What follows belongs to an exercise in optimizing a design on an open flow for small area and a short achievable clock period; a production flow would make more cautious choices. Where RTL was checked, it was by simulation tests only, not by an equivalence proof against the original.

quartz:
Design stage1_top, start of the top module:
module stage1_top (
	input logic clk,
	input logic arst_n,
	input logic ins_new_en, ins_new_1_vld, ins_new_2_vld,
	input logic [4-1:0] ins_1_des, ins_1_s1, ins_1_s2,
	input logic [4-1:0] ins_1_op,
	input logic [4-1:0] ins_1_ime,
	input logic [4-1:0] ins_2_des, ins_2_s1, ins_2_s2,
	input logic [4-1:0] ins_2_op,
	input logic [4-1:0] ins_2_ime,
	input logic ins_back_1, ins_back_2, ins_back_3, ins_back_4,
	input logic [4-1:0] ins_back_1_des, ins_back_2_des, ins_back_3_des, ins_back_4_des,
	input logic flush_en,
	input logic [3-1:0] flush_id,
	input logic [16-1:0] flush_reg,
	output logic entry_full, entry_empty, branch_full,
	output logic out_1_vld,
	output logic [4-1:0] out_1_des, out_1_s1, out_1_s2,
	output logic [4-1:0] out_1_op,
	output logic [3-1:0] out_1_branch,
	output logic [4-1:0] out_1_ime,
	output logic out_2_vld,
	output logic [4-1:0] out_2_des, out_2_s1, out_2_s2,
	output logic [4-1:0] out_2_op,
	output logic [3-1:0] out_2_branch,
	output logic [4-1:0] out_2_ime,
	output logic out_3_vld,
	output logic [4-1:0] out_3_des, out_3_s1, out_3_s2,
	output logic [4-1:0] out_3_op,
	output logic [3-1:0] out_3_branch,
	output logic [4-1:0] out_3_ime,
	output logic out_4_vld,
	output logic [4-1:0] out_4_des, out_4_s1, out_4_s2,
	output logic [4-1:0] out_4_op,
	output logic [3-1:0] out_4_branch,
	output logic [4-1:0] out_4_ime
);
clock: 22.0 ns
lec_check: 0
cap_margin: 20
core_margin: 2
core_utilization: 25
place_density: 0.35
slew_margin: 20
standard.sh (not shown) runs the stock make flow with config.mk's settings and CLKGATE_MAP_FILE= SYNTH_SCRIPT=/design/flow/synth_recipe.tcl, a recipe that flattens the netlist after the stock synthesis.
==> flow/flow/run.sh <==
#!/bin/bash
# The standard layout with two changes: synthesis maps with an ABC script
# that recovers area (flow/abc_speed.script, in a copy of the ORFS scripts),
# and the port buffers are buf_2 cells.
set -euo pipefail
here=$(pwd)
rm -rf "$here/scripts"
cp -r "$FLOW_HOME/scripts" "$here/scripts"
cp "$here/flow/abc_speed.script" "$here/scripts/abc_speed.script"
bash standard.sh SCRIPTS_DIR="$here/scripts" \
	BUFFER_PORTS_ARGS="-buffer_cell sky130_fd_sc_hd__buf_2" > "$here/standard.log" 2>&1
==> flow/flow/abc_speed.script <==
&get -n; &st; &syn2; &dch; &nf -R 1000; &put; topo; stime -c
quartz finished every stage and its layout cleared the timing, DRC and antenna checks.
The inputs of harbor differ from those of quartz as listed below.
==> flow/flow/run.sh <==
#!/bin/bash
# The standard layout with three changes: synthesis maps with an ABC script
# that recovers area (flow/abc_speed.script, in a copy of the ORFS scripts),
# the port buffers are buf_2 cells, and timing repair aims at a setup slack
# margin well above zero (the clock and constraints are the design's).
set -euo pipefail
here=$(pwd)
rm -rf "$here/scripts"
cp -r "$FLOW_HOME/scripts" "$here/scripts"
cp "$here/flow/abc_speed.script" "$here/scripts/abc_speed.script"
bash standard.sh SCRIPTS_DIR="$here/scripts" \
	BUFFER_PORTS_ARGS="-buffer_cell sky130_fd_sc_hd__buf_2" \
	SETUP_SLACK_MARGIN=15.5 > "$here/standard.log" 2>&1
Results
Compared with quartz, harbor has extra setup slack.
Final layout net count: harbor vs quartz, no meaningful difference
Diff quartz..harbor | initial antenna violation count | unchanged
harbor reports its critical path's slowest cell as sky130_fd_sc_hd__a222oi_1 while quartz reports sky130_fd_sc_hd__dfxtp_1.
| core utilization | quartz vs harbor | ≈ equal |
Summary of harbor over quartz: upper clock frequency limit now sits higher; number of non-clock inverters level.
Function was not checked in any run of this note: the RTL went through the layout flow alone.


== JK ==
stage1_top, a different RTL version from the one above (not shown whole).
Size: about 2100 cells after synthesis, ~240 flip-flops, ~16000 sq um of cells after synthesis.
==> flow/design.v (excerpt) <==
module stage1_top (
	input logic clk,
	input logic arst_n,
	input logic ins_new_en, ins_new_1_vld, ins_new_2_vld,
	input logic [4-1:0] ins_1_des, ins_1_s1, ins_1_s2,
	input logic [4-1:0] ins_1_op,
	input logic [4-1:0] ins_1_ime,
	input logic [4-1:0] ins_2_des, ins_2_s1, ins_2_s2,
	input logic [4-1:0] ins_2_op,
	input logic [4-1:0] ins_2_ime,
	input logic ins_back_1, ins_back_2, ins_back_3, ins_back_4,
	input logic [4-1:0] ins_back_1_des, ins_back_2_des, ins_back_3_des, ins_back_4_des,
	input logic flush_en,
	input logic [3-1:0] flush_id,
	input logic [16-1:0] flush_reg,
	output logic entry_full, entry_empty, branch_full,
	output logic out_1_vld,
	output logic [4-1:0] out_1_des, out_1_s1, out_1_s2,
	output logic [4-1:0] out_1_op,
	output logic [3-1:0] out_1_branch,
	output logic [4-1:0] out_1_ime,
	output logic out_2_vld,
	output logic [4-1:0] out_2_des, out_2_s1, out_2_s2,
	output logic [4-1:0] out_2_op,
	output logic [3-1:0] out_2_branch,
	output logic [4-1:0] out_2_ime,
	output logic out_3_vld,
	output logic [4-1:0] out_3_des, out_3_s1, out_3_s2,
	output logic [4-1:0] out_3_op,
	output logic [3-1:0] out_3_branch,
	output logic [4-1:0] out_3_ime,
	output logic out_4_vld,
	output logic [4-1:0] out_4_des, out_4_s1, out_4_s2,
	output logic [4-1:0] out_4_op,
	output logic [3-1:0] out_4_branch,
	output logic [4-1:0] out_4_ime
);
export LEC_CHECK = 0
export CAP_MARGIN = 20
export CORE_MARGIN = 2
export CORE_UTILIZATION = 25
export CTS_CLUSTER_DIAMETER = 100
export CTS_CLUSTER_SIZE = 30
export PLACE_DENSITY = 0.35
export SLEW_MARGIN = 20
create_clock -name core_clock -period 22.0 [get_ports {clk}]
==> flow/flow/run.sh <==
#!/bin/bash
# The standard layout with three changes: synthesis maps with an ABC script
# that recovers area (flow/abc_speed.script, in a copy of the ORFS scripts),
# the port buffers are buf_2 cells, and timing repair aims at a setup slack
# margin well above zero (the clock and constraints are the design's).
set -euo pipefail
here=$(pwd)
rm -rf "$here/scripts"
cp -r "$FLOW_HOME/scripts" "$here/scripts"
cp "$here/flow/abc_speed.script" "$here/scripts/abc_speed.script"
bash standard.sh SCRIPTS_DIR="$here/scripts" \
	BUFFER_PORTS_ARGS="-buffer_cell sky130_fd_sc_hd__buf_2" \
	SETUP_SLACK_MARGIN=15.5 > "$here/standard.log" 2>&1
==> flow/flow/abc_speed.script <==
&get -n; &st; &dch; &nf -R 1000; &dch; &nf -R 1000; &put; topo; stime -c
The final layout from JK, which completed every stage, passed the timing, DRC and antenna checks at the end of the flow.
For MS, these inputs were changed with respect to JK:
- CTS_CLUSTER_DIAMETER removed (was 100)
- CTS_CLUSTER_SIZE removed (was 30)
- SLEW_MARGIN changed from 20 to 10
- CAP_MARGIN changed from 20 to 10
[summary]
Pre-CTS setup slack: JK vs MS identical
Compared MS vs JK, and clock period minus worst slack is down in MS.
Critical path depth: MS vs JK identical
JK has a higher clock transition at the register clock pins on the worst setup and hold paths after CTS than MS.

## re-timing with driven ports
The results above use ideal ports. As a check the final layouts listed here were re-extracted and re-timed, cells and wires unchanged.
Step 1 assumes that a clkbuf_16 drives the clock port and a buf_2 every other input.
Step 2 adds t to the input delays and takes it off the output delays; t is the mean of the earliest and latest rising clock arrival at the registers after step 1. Input paths then give back, and output paths get back, about the clock's delay inside the block.
a / b / c = ideal ports / drivers / drivers and shift; a / b = the first two.
run	t (ns)	setup WS [ns]	worst setup path at the end	worst register clock-pin slew, ns	cell pins on the clock port's net
quartz	0.670	15.039 / 14.974 / 14.894	input to register	0.07 / 0.07	1
harbor	0.670	15.541 / 15.475 / 15.075	input to register	0.06 / 0.06	1
JK	0.629	15.502 / 15.437 / 15.116	input to register	0.10 / 0.10	1
MS	0.613	15.528 / 15.459 / 15.134	input to register	0.06 / 0.06	1
After both steps setup and hold are still met in every run listed. For harbor, which loses most, drivers alone change the setup slack by -0.066 ns; drivers and shift together by -0.466 ns.
